From an optimization exercise on the open Yosys and OpenROAD flow, aimed at small area and a short achievable clock period; shortcuts taken in it are not production practice. At most, simulation tests tie the RTL to the original design; equivalence was not proved.

==> flow/design.v (excerpt) <==
module finv_pipe #(
   parameter int LATENCY = 2
) (
   input  logic        clk,
   input  logic        rst,
   input  logic        valid_in,
   input  logic [31:0] x,
   output logic        valid_out,
   output logic [31:0] y,
   output logic        ovf
);
export LEC_CHECK = 0
export ABC_AREA = 1
export CAP_MARGIN = 20
export CORE_MARGIN = 2
export CORE_UTILIZATION = 40
export CTS_BUF_LIST = sky130_fd_sc_hd__clkbuf_4 sky130_fd_sc_hd__clkbuf_8
export SLEW_MARGIN = 20
export SYNTH_HIERARCHICAL = 1
export SYNTH_MINIMUM_KEEP_SIZE = 0
create_clock -name core_clock -period 125.0 [get_ports {clk}]
standard.sh (not shown) runs the stock make flow with config.mk's settings and CLKGATE_MAP_FILE= SYNTH_SCRIPT=/design/flow/synth_recipe.tcl, a recipe that flattens the netlist after the stock synthesis.
==> flow/flow/run.sh <==
#!/bin/bash
set -euo pipefail
bash standard.sh "BUFFER_PORTS_ARGS=-buffer_cell sky130_fd_sc_hd__buf_2" SETUP_SLACK_MARGIN=89 finish > make.log 2>&1
Rerun with:
==> flow/flow/run.sh (replaced) <==
#!/bin/bash
set -euo pipefail
bash standard.sh "BUFFER_PORTS_ARGS=-buffer_cell sky130_fd_sc_hd__buf_2" SETUP_SLACK_MARGIN=92 finish > make.log 2>&1
Result:
- The new run produced a clean layout
- cell area climbs by 6.6%
- sequential share of layout area went down by 0.71 points
- critical path depth fell by 1
- worst setup slack gets better by 1800 ps
- count of clock-buffer cells in the layout stays the same
- via count grows by 2.9%
Rerun with:
==> flow/run.sh (new file) <==
#!/bin/bash
# synth_recipe.tcl (not shown) runs the flow's synth.tcl, then flattens the netlist and writes it again
# the make line also repeats each setting of config.mk as NAME=value (left out here)
make -C /OpenROAD-flow-scripts/flow DESIGN_CONFIG=/design/flow/config.mk WORK_HOME=/design/flow/orfs CLKGATE_MAP_FILE= SYNTH_SCRIPT=/design/flow/synth_recipe.tcl finish
Settings changed: CTS_BUF_LIST sky130_fd_sc_hd__clkbuf_4 sky130_fd_sc_hd__clkbuf_8 to unset.
removed: flow/flow/run.sh
removed: flow/standard.sh
Result: Cell count went down by a few percent; first-iteration DRC count went down by a few percent; non-clock buffer count went down by 80; count of clock-buffer cells in the layout does not change; final area went down by a few percent; die area does not change.
Rerun with:
==> flow/flow/run.sh (new file) <==
#!/bin/bash
set -euo pipefail
bash standard.sh "BUFFER_PORTS_ARGS=-buffer_cell sky130_fd_sc_hd__buf_2" SETUP_SLACK_MARGIN=90 finish > make.log 2>&1
==> flow/standard.sh (new file) <==
#!/bin/bash
# synth_recipe.tcl (not shown) runs the flow's synth.tcl, then flattens the netlist and writes it again
# the make line also repeats each setting of config.mk as NAME=value (left out here)
make -C /OpenROAD-flow-scripts/flow DESIGN_CONFIG=/design/flow/config.mk WORK_HOME=/design/flow/orfs CLKGATE_MAP_FILE= SYNTH_SCRIPT=/design/flow/synth_recipe.tcl "${@:-finish}"
Settings changed: CTS_BUF_LIST set to sky130_fd_sc_hd__clkbuf_4 sky130_fd_sc_hd__clkbuf_8.
removed: flow/run.sh
Result: Synthesized area is unchanged; core utilization goes down by 0.36 points; die area is unchanged.

* * *

## job 2351
finv_pipe, a different RTL version from the one above (not shown whole).
Size in the first run: ~3,300 cells after synthesis, roughly 160 flip-flops, roughly 25,000 um2 of cells after synthesis.
Settings: LEC_CHECK=0, ABC_AREA=1, CAP_MARGIN=20, CORE_MARGIN=2, CORE_UTILIZATION=40, SLEW_MARGIN=20; clock period 125.0 ns.
run.sh (not shown) runs the stock make flow with config.mk's settings and CLKGATE_MAP_FILE= SYNTH_SCRIPT=/design/flow/synth_recipe.tcl, a recipe that flattens the netlist after the stock synthesis.
Stock flow here: none of the scripts above is used.
Job 2351 finished end to end and its layout was clean on timing, DRC and antenna.
## Diff of input files: job 6787 against job 2351
Settings: ABC_AREA: 1 -> unset.
Findings:
In the tables for job 2351 and job 6787, shortest period the worst path allows reads higher with job 6787.
Job 6787 vs job 2351, number of global-route vias before repair went up by about 5%.
Summary of job 6787 over job 2351: number of distinct library cell variants in the gate-level netlist after synthesis increased by 44% relative to the old numbers, clock network contribution to total cell area comparable.
Job 6787 — count of clock-buffer cells in the layout 2 lower, job 2351 as reference
Worst-margin pin slew in job 6787 vs job 2351: down 0.14 ns
Changes observed in job 6787 relative to job 2351: sequential share of layout area lost 0.58 points; global-route usage down 0.48 points; aggregate routed wire length now larger; synthesized area grew by 5.9%.
No run of this note included a check of the RTL's function; only the layout flow was run.

* * *

## build 82
finv_pipe with an RTL version that a note above also has.
For scale: roughly 3000 cells after synthesis, roughly 69 I/O pins, ~0.024 mm^2 of cells after synthesis.
Settings: LEC_CHECK=0, ABC_AREA=1, CAP_MARGIN=20, CORE_MARGIN=2, CORE_UTILIZATION=40, CTS_BUF_LIST=sky130_fd_sc_hd__clkbuf_4 sky130_fd_sc_hd__clkbuf_8, SLEW_MARGIN=20, SYNTH_HIERARCHICAL=1, SYNTH_MINIMUM_KEEP_SIZE=0; clock period 125.0 ns.
standard.sh (not shown) runs the stock make flow with config.mk's settings and CLKGATE_MAP_FILE= SYNTH_SCRIPT=/design/flow/synth_recipe.tcl, a recipe that flattens the netlist after the stock synthesis.
==> flow/flow/run.sh <==
#!/bin/bash
set -euo pipefail
bash standard.sh "BUFFER_PORTS_ARGS=-buffer_cell sky130_fd_sc_hd__buf_2" SETUP_SLACK_MARGIN=91 finish > make.log 2>&1
In summary, build 82 completed successfully, with a layout that passed the timing, design-rule and antenna checks.
### build 82 -> build 54
Settings: changing CORE_UTILIZATION from 40 to 60.
==> flow/flow/run.sh <==
#!/bin/bash
set -euo pipefail
bash standard.sh "BUFFER_PORTS_ARGS=-buffer_cell sky130_fd_sc_hd__buf_2" SETUP_SLACK_MARGIN=90 finish > make.log 2>&1
--- outcome ---
Every run in the comparison, build 82 and build 54, completed the flow with a clean layout.
Taking build 82 as the reference point, the met2 demand-to-capacity share in global routing of build 54 rises by 20 points.
Changes observed in build 54 relative to build 82: sequential share of layout area saw an increase, number of buffers other than clock buffers in the final layout went down 22%, placed wire-length estimate went up, number of buffers inserted by hold repair at cts held, number of standard cells in the final layout excluding fillers went down.
Setup changes, build 54 to build 86
Settings: CORE_UTILIZATION changed from 60 to 40.
==> flow/flow/run.sh <==
#!/bin/bash
set -euo pipefail
bash standard.sh "BUFFER_PORTS_ARGS=-buffer_cell sky130_fd_sc_hd__buf_2" finish > make.log 2>&1
[summary]
For the total global-route track usage, build 86 came in 13 points lower than build 54 did. Build 86 against build 54: wire length the detailed router placed on met1 grew by about 3.4%, slack of the critical path shrank by 2.01 ns.

* * *

## run 1
Another version of the RTL of finv_pipe (not shown whole).
Size: ~3,000 cells after synthesis, ~160 flip-flops, ~69 I/O pins.
export LEC_CHECK = 0
export ABC_AREA = 1
export CAP_MARGIN = 20
export CORE_MARGIN = 2
export CORE_UTILIZATION = 40
export CTS_BUF_LIST = sky130_fd_sc_hd__clkbuf_8
export SLEW_MARGIN = 20
export SYNTH_HIERARCHICAL = 1
export SYNTH_MINIMUM_KEEP_SIZE = 0
create_clock -name core_clock -period 125.0 [get_ports {clk}]
run.sh (not shown) runs the stock make flow with config.mk's settings and CLKGATE_MAP_FILE= SYNTH_SCRIPT=/design/flow/synth_recipe.tcl, a recipe that flattens the netlist after the stock synthesis.
Stock flow here: none of the scripts above is used.
Input changes introduced in run 2 (baseline for comparison: run 1):
- swapping 1 for 0 in ABC_AREA
==> flow/flow/run.sh (new file) <==
#!/bin/bash
set -euo pipefail
bash standard.sh "BUFFER_PORTS_ARGS=-buffer_cell sky130_fd_sc_hd__buf_2" SETUP_SLACK_MARGIN=92 finish > make.log 2>&1
==> flow/standard.sh (new file) <==
#!/bin/bash
# synth_recipe.tcl (not shown) runs the flow's synth.tcl, then flattens the netlist and writes it again
# the make line also repeats each setting of config.mk as NAME=value (left out here)
make -C /OpenROAD-flow-scripts/flow DESIGN_CONFIG=/design/flow/config.mk WORK_HOME=/design/flow/orfs CLKGATE_MAP_FILE= SYNTH_SCRIPT=/design/flow/synth_recipe.tcl "${@:-finish}"
removed: flow/run.sh
--- outcome ---
What run 1 reported for multi-input combinational gate total has to be multiplied by 1.09 to get the figure for run 2. In the reports for run 1 and run 2, the smaller worst-margin pin slew belongs to run 1. For the cell area after layout, run 2 came in about 14% higher than run 1 did.
What run 3 does differently from run 2 at the input level:
- ABC_AREA changed from 0 to 1
Between run 2 and run 3, worst clock skew decreased. For core footprint, dividing the value from run 3 by the value from run 2 gives 0.884. Looking at share of the final layout cell area in multi-input gates across run 2 and run 3, the one that comes out higher is run 2.
The following lists how run 4 was set up differently from run 3:
- removing CTS_BUF_LIST (formerly sky130_fd_sc_hd__clkbuf_8)
==> flow/flow/run.sh <==
#!/bin/bash
set -euo pipefail
bash standard.sh "BUFFER_PORTS_ARGS=-buffer_cell sky130_fd_sc_hd__buf_2" SETUP_SLACK_MARGIN=93 finish > make.log 2>&1
==> notes.md <==
Every stage of the flow completed for run 4, and the final layout passed the timing, design-rule and antenna checks.
[compare] base=run 3 new=run 4: all-layer global routing usage increased by 0.31 points relative to the old numbers.
Changes observed in run 4 relative to run 3: via count rose 0.87%; post-synthesis to final-layout area growth went up by 2.6 points; fmax has remained practically unchanged.

* * *

finv_pipe, a different RTL version from the one above (not shown whole).
Size in the first run: about 3,000 cells after synthesis, about 160 flip-flops, ~69 I/O pins, ~23,000 µm² of cells after synthesis.
export LEC_CHECK = 0
export ABC_AREA = 1
export CAP_MARGIN = 20
export CORE_MARGIN = 2
export CORE_UTILIZATION = 40
export SLEW_MARGIN = 20
export SYNTH_HIERARCHICAL = 1
export SYNTH_MINIMUM_KEEP_SIZE = 0
create_clock -name core_clock -period 125.0 [get_ports {clk}]
standard.sh (not shown) runs the stock make flow with config.mk's settings and CLKGATE_MAP_FILE= SYNTH_SCRIPT=/design/flow/synth_recipe.tcl, a recipe that flattens the netlist after the stock synthesis.
==> flow/flow/run.sh <==
#!/bin/bash
set -euo pipefail
bash standard.sh "BUFFER_PORTS_ARGS=-buffer_cell sky130_fd_sc_hd__buf_2" SETUP_SLACK_MARGIN=90 finish > make.log 2>&1
Rerun with:
==> flow/flow/run.sh (replaced) <==
#!/bin/bash
set -euo pipefail
bash standard.sh "BUFFER_PORTS_ARGS=-buffer_cell sky130_fd_sc_hd__buf_2" SETUP_SLACK_MARGIN=94 finish > make.log 2>&1
Setup slack is better by 2.7 ns. Cell area came out higher by 8.4%. Hold slack stays flat. Global-route usage rises by 0.87 points.
Rerun with:
==> flow/flow/run.sh (replaced) <==
#!/bin/bash
set -euo pipefail
bash standard.sh "BUFFER_PORTS_ARGS=-buffer_cell sky130_fd_sc_hd__buf_2" SETUP_SLACK_MARGIN=92 finish > make.log 2>&1
Settings changed: CTS_BUF_LIST set to sky130_fd_sc_hd__clkbuf_4 sky130_fd_sc_hd__clkbuf_8.
Global-route usage is lower by 0.76 points.
Count of clock-buffer cells in the layout does not change.
Synthesized area stays the same.
Sequential cell count does not change.
Utilization decreases by 3.1 points.
Hold slack improved by 0.0033 ns.
Worst setup slack degrades by 1.6 ns.
Rerun with:
==> flow/flow/run.sh (replaced) <==
#!/bin/bash
set -euo pipefail
bash standard.sh "BUFFER_PORTS_ARGS=-buffer_cell sky130_fd_sc_hd__buf_2" SETUP_SLACK_MARGIN=93 finish > make.log 2>&1
Settings changed: CTS_BUF_LIST sky130_fd_sc_hd__clkbuf_4 sky130_fd_sc_hd__clkbuf_8 to unset.
- The changed run finished clean
- non-clock buffer count rose by 34
- critical path depth goes up by 2
- cell area came out higher by 2.9%
- wire length went up by 1.1%
- global-route usage went up by 0.36 points
- synthesized cell count does not change
- utilization rises by 1.3 points
- fmax rises by 3.1%
- die area does not change
No run of this note included a check of the RTL's function; only the layout flow was run.

* * *

Setup of old:
The RTL this note starts from:
==> flow/design.v <==
module finv_pipe #(
   parameter int LATENCY = 2
) (
   input  logic        clk,
   input  logic        rst,
   input  logic        valid_in,
   input  logic [31:0] x,
   output logic        valid_out,
   output logic [31:0] y,
   output logic        ovf
);
   if (LATENCY != 2) begin : g_latency_check
      $error("finv_pipe: only LATENCY=2 is implemented");
   end
   localparam int ND = 12;    
   localparam int W  = 25;    
   localparam int KA = 3;     
   localparam int LB = 11;    
   function automatic logic [3:0] qsel_f(input logic [6:0] s, input logic [6:0] c,
                                         input logic [2:0] d3);
      logic signed [6:0] n, m2, m1, m0, mm1;
      logic ge2, ge1, ge0, gem1;
      n = $signed(s + c);
      m1 = d3[2] ? 7'sd6 : 7'sd4;
      m0 = d3[2] ? -7'sd8 : -7'sd5;
      case (d3)
         3'd0: begin m2 = 7'sd12; mm1 = -7'sd13; end
         3'd1: begin m2 = 7'sd14; mm1 = -7'sd15; end
         3'd2: begin m2 = 7'sd15; mm1 = -7'sd16; end
         3'd3: begin m2 = 7'sd16; mm1 = -7'sd18; end
         3'd4: begin m2 = 7'sd18; mm1 = -7'sd20; end
         3'd5: begin m2 = 7'sd20; mm1 = -7'sd20; end
         3'd6: begin m2 = 7'sd22; mm1 = -7'sd22; end
         default: begin m2 = 7'sd24; mm1 = -7'sd24; end
      endcase
      ge2  = (n >= m2);
      ge1  = (n >= m1);
      ge0  = (n >= m0);
      gem1 = (n >= mm1);
      qsel_f = {ge1, ~ge0, ge2 | ~gem1, (ge1 & ~ge2) | (gem1 & ~ge0)};
   endfunction
   logic        s_a;
   logic [7:0]  e_a;
   logic [22:0] f_a;
   logic [22:0] mf_a;      
   logic        nan_a, inf_a, zro_a;
   logic [7:0]  eb_a;      
   logic [W-1:0] dm_a;
   assign s_a = x[31];
   assign e_a = x[30:23];
   assign f_a = x[22:0];
   always_comb begin
      nan_a = (e_a == 8'hFF) && (f_a != 23'h0);
      zro_a = ((e_a == 8'hFF) && (f_a == 23'h0)) || (e_a == 8'hFE);
      inf_a = (e_a == 8'h00) && (f_a[22:21] == 2'b00);
      if (e_a != 8'h00) begin
         mf_a = f_a;
         eb_a = 8'd253 - e_a;
      end else if (f_a[22]) begin
         mf_a = {f_a[21:0], 1'b0};
         eb_a = 8'd253;
      end else begin
         mf_a = {f_a[20:0], 2'b00};
         eb_a = 8'd254;
      end
   end
   logic [KA+1:0][W-1:0] as, ac;
   logic [KA+1:2][2:0]   qa;
   assign dm_a  = {2'b01, mf_a};
   assign as[1] = ~(mf_a[22] ? dm_a : (dm_a << 1));
   assign ac[1] = W'(1) + (W'(1) << 24);
   for (genvar j = 2; j <= KA + 1; j++) begin : g_arow
      logic [3:0]   q;
      logic [W-1:0] s4, c4, op;
      assign q  = qsel_f(as[j-1][W-1:W-7], ac[j-1][W-1:W-7], mf_a[22:20]);
      assign qa[j] = q[2:0];
      assign s4 = as[j-1] << 2;
      assign c4 = ac[j-1] << 2;
      assign op = ((q[1] ? (dm_a << 1) : '0) | (q[0] ? dm_a : '0)) ^ {W{q[3]}};
      assign as[j] = s4 ^ c4 ^ op;
      assign ac[j] = {(s4[W-2:0] & c4[W-2:0]) | (s4[W-2:0] & op[W-2:0]) | (c4[W-2:0] & op[W-2:0]), q[3]};
   end
   logic         v1, s1, nan1, zro1, inf1;
   logic [7:0]   eb1;
   logic [22:0]  mf1;
   logic [KA+1:2][2:0] qa1;
   always_ff @(posedge clk) begin
      if (rst) v1 <= 1'b0;
      else     v1 <= valid_in;
      s1   <= s_a;
      nan1 <= nan_a;
      zro1 <= zro_a;
      inf1 <= inf_a;
      eb1  <= eb_a;
      mf1  <= mf_a;
      qa1  <= qa;
   end
   logic         s2, nan2, zro2, inf2;
   logic [7:0]   eb2;
   logic [22:0]  mf2;
   logic [W-1:0] ws2;
   logic [W-1:0] wc2;
   logic [LB:2]  qn2, qt2, qo2;
   logic [W-1:0] dm2;
   assign dm2 = {2'b01, mf2};
   logic [W-1:0] dm;
   logic [ND:0][W-1:0] ws, wc;
   logic [ND:0]  qn, q2, q1;    
   assign dm    = {2'b01, mf1};
   assign ws[1] = ~(mf1[22] ? dm : (dm << 1));
   assign wc[1] = W'(1) + (W'(1) << 24);
   for (genvar j = 2; j <= ND; j++) begin : g_row
      logic [3:0]   q;
      logic [W-1:0] s_in, c_in, m, s4, c4, op;
      logic [2:0]   d3;
      if (j == LB + 1) begin : g_c2
         assign s_in = ws2;
         assign c_in = wc2;
      end else begin : g_c1
         assign s_in = ws[j-1];
         assign c_in = wc[j-1];
      end
      assign m  = (j <= LB) ? dm : dm2;
      assign d3 = (j <= LB) ? mf1[22:20] : mf2[22:20];
      if (j <= KA + 1) begin : g_qa
         assign q = {~qa1[j][2] & (qa1[j][1] | qa1[j][0]), qa1[j]};
      end else begin : g_qs
         assign q = qsel_f(s_in[W-1:W-7], c_in[W-1:W-7], d3);
      end
      assign qn[j] = q[2];
      assign q2[j] = q[1];
      assign q1[j] = q[0];
      assign s4 = s_in << 2;
      assign c4 = c_in << 2;
      assign op = ((q[1] ? (m << 1) : '0) | (q[0] ? m : '0)) ^ {W{q[3]}};
      assign ws[j] = s4 ^ c4 ^ op;
      assign wc[j] = {(s4[W-2:0] & c4[W-2:0]) | (s4[W-2:0] & op[W-2:0]) | (c4[W-2:0] & op[W-2:0]), q[3]};
   end
   always_ff @(posedge clk) begin
      if (rst) valid_out <= 1'b0;
      else     valid_out <= v1;
      s2   <= s1;
      nan2 <= nan1;
      zro2 <= zro1;
      inf2 <= inf1;
      eb2  <= eb1;
      mf2  <= mf1;
      ws2  <= ws[LB];
      wc2  <= {wc[LB][W-1:3], 2'b00, wc[LB][0]};
      qn2  <= qn[LB:2];
      qt2  <= q2[LB:2];
      qo2  <= q1[LB:2];
   end
   logic [W+1:0] mx, tp, tm;
   logic         up, dn;
   assign mx = {4'b0001, mf2};
   logic [W-1:0] fs, fc;
   if (LB == ND) begin : g_fr
      assign fs = ws2;
      assign fc = wc2;
   end else begin : g_fw
      assign fs = ws[ND];
      assign fc = wc[ND];
   end
   assign tp = {fs, 2'b00} + {fc, 2'b00} - mx;
   assign tm = {fs, 2'b00} + {fc, 2'b00} + mx;
   assign up = ~tp[W+1];
   assign dn = tm[W+1];
   logic [23:0] pv, nv, sq;
   always_comb begin
      pv = '0;
      nv = '0;
      pv[23:22] = {~mf2[22], mf2[22]};
      for (int j = 2; j <= ND; j++) begin
         if (j <= LB) begin
            pv[2*(ND-j) +: 2] = {qt2[j] & ~qn2[j], qo2[j] & ~qn2[j]};
            nv[2*(ND-j) +: 2] = {qt2[j] & qn2[j], qo2[j] & qn2[j]};
         end else begin
            pv[2*(ND-j) +: 2] = {q2[j] & ~qn[j], q1[j] & ~qn[j]};
            nv[2*(ND-j) +: 2] = {q2[j] & qn[j], q1[j] & qn[j]};
         end
      end
   end
   logic [23:0] sq0, sq1;
   assign sq0 = pv + ~nv;
   assign sq1 = pv + ~nv + 24'd1;
   function automatic logic [32:0] pack(input logic [23:0] sq, input logic b0,
                                        input logic s, input logic nan, input logic inf,
                                        input logic zro, input logic [7:0] eb,
                                        input logic [22:0] mf);
      logic cy, of, uf;
      cy = sq[23];
      of = (eb == 8'd254) && cy;
      uf = (eb == 8'd0) && !cy;
      if (nan)
         pack = {1'b0, s, 8'hFF, 1'b1, mf[21:0]};
      else if (inf || (!zro && of))
         pack = {1'b1, s, 8'hFF, 23'h0};
      else if (!zro && !uf)
         pack = {1'b0, s, cy ? eb + 8'd1 : eb, sq[21:0], b0};
      else
         pack = 33'h0;
   endfunction
   logic [32:0] r0, r1;
   assign r0 = pack(sq0, 1'b1, s2, nan2, inf2, zro2, eb2, mf2);
   assign r1 = pack(sq1, up, s2, nan2, inf2, zro2, eb2, mf2);
   assign {ovf, y} = dn ? r0 : r1;
endmodule
clock: 125.0 ns
lec_check: 0
cap_margin: 20
core_margin: 2
core_utilization: 40
slew_margin: 20
run.sh (not shown) runs the stock make flow with config.mk's settings and CLKGATE_MAP_FILE= SYNTH_SCRIPT=/design/flow/synth_recipe.tcl, a recipe that flattens the netlist after the stock synthesis.
Stock flow here: none of the scripts above is used.
Inputs modified between old and new:
diff --git a/flow/config.mk b/flow/config.mk
--- a/flow/config.mk
+++ b/flow/config.mk
@@ -8,4 +8,5 @@
 export CAP_MARGIN = 20
 export CORE_MARGIN = 2
-export CORE_UTILIZATION = 40
+export CORE_UTILIZATION = 60
+export CTS_BUF_LIST = sky130_fd_sc_hd__clkbuf_4 sky130_fd_sc_hd__clkbuf_8
 export SLEW_MARGIN = 20
Results
Delta (new minus old): signal arrival time at the worst endpoint fell 0.29 ns, die area fell 33%, wire length rose about 3%.
new | stages: all done | timing, DRC, antenna: all pass

==> re-timing with driven ports <==
How much do the figures lean on ideal ports? The routed layouts below were timed once more, with nothing changed but the port constraints.
Step 1, drivers: a clkbuf_16 drives clk and a buf_2 each remaining input, both assumed.
Step 2 adds t to the input delays and takes it off the output delays; t is the mean of the earliest and latest rising clock arrival at the registers after step 1. Input paths then give back, and output paths get back, about the clock's delay inside the block.
Slacks: ideal ports / drivers / drivers and shift; pairs: ideal ports / drivers.
run	shift t [ns]	setup slack, ns	worst setup path after step 2	latest minus earliest clock arrival (ns)
the first run of note 1	0.561	89.964 / 89.906 / 90.468	register to output	0.039 / 0.039
the second run of note 1	0.566	91.772 / 91.714 / 92.183	input to register	0.038 / 0.037
the third run of note 1	0.522	88.159 / 88.096 / 88.618	register to output	0.033 / 0.034
the fourth run of note 1	0.564	90.687 / 90.630 / 91.194	register to output	0.041 / 0.041
job 2351	0.518	89.127 / 89.071 / 89.590	register to output	0.018 / 0.019
job 6787	0.483	87.406 / 87.406 / 87.406	register to register	0.012 / 0.012
build 82	0.569	91.471 / 91.418 / 91.513	input to register	0.039 / 0.039
build 54	0.544	90.533 / 90.486 / 91.030	register to output	0.032 / 0.031
build 86	0.565	88.520 / 88.466 / 89.031	register to output	0.039 / 0.039
run 1	0.615	89.733 / 89.733 / 89.733	register to register	0.023 / 0.023
run 2	0.583	93.136 / 93.085 / 93.641	register to register	0.034 / 0.034
run 3	0.611	93.877 / 93.826 / 93.970	register to register	0.019 / 0.019
run 4	0.538	93.902 / 93.846 / 94.384	register to output	0.015 / 0.015
the first run of note 5	0.540	91.547 / 91.488 / 92.028	register to output	0.014 / 0.013
the second run of note 5	0.538	94.222 / 94.164 / 94.702	register to output	0.017 / 0.017
the third run of note 5	0.621	92.589 / 92.532 / 93.153	register to output	0.025 / 0.026
the fourth run of note 5	0.546	93.570 / 93.506 / 94.051	register to output	0.017 / 0.017
old	0.500	88.971 / 88.918 / 89.380	input to register	0.016 / 0.017
new	0.540	89.263 / 89.218 / 89.758	register to output	0.018 / 0.018
After both steps setup and hold are still met in every run listed.
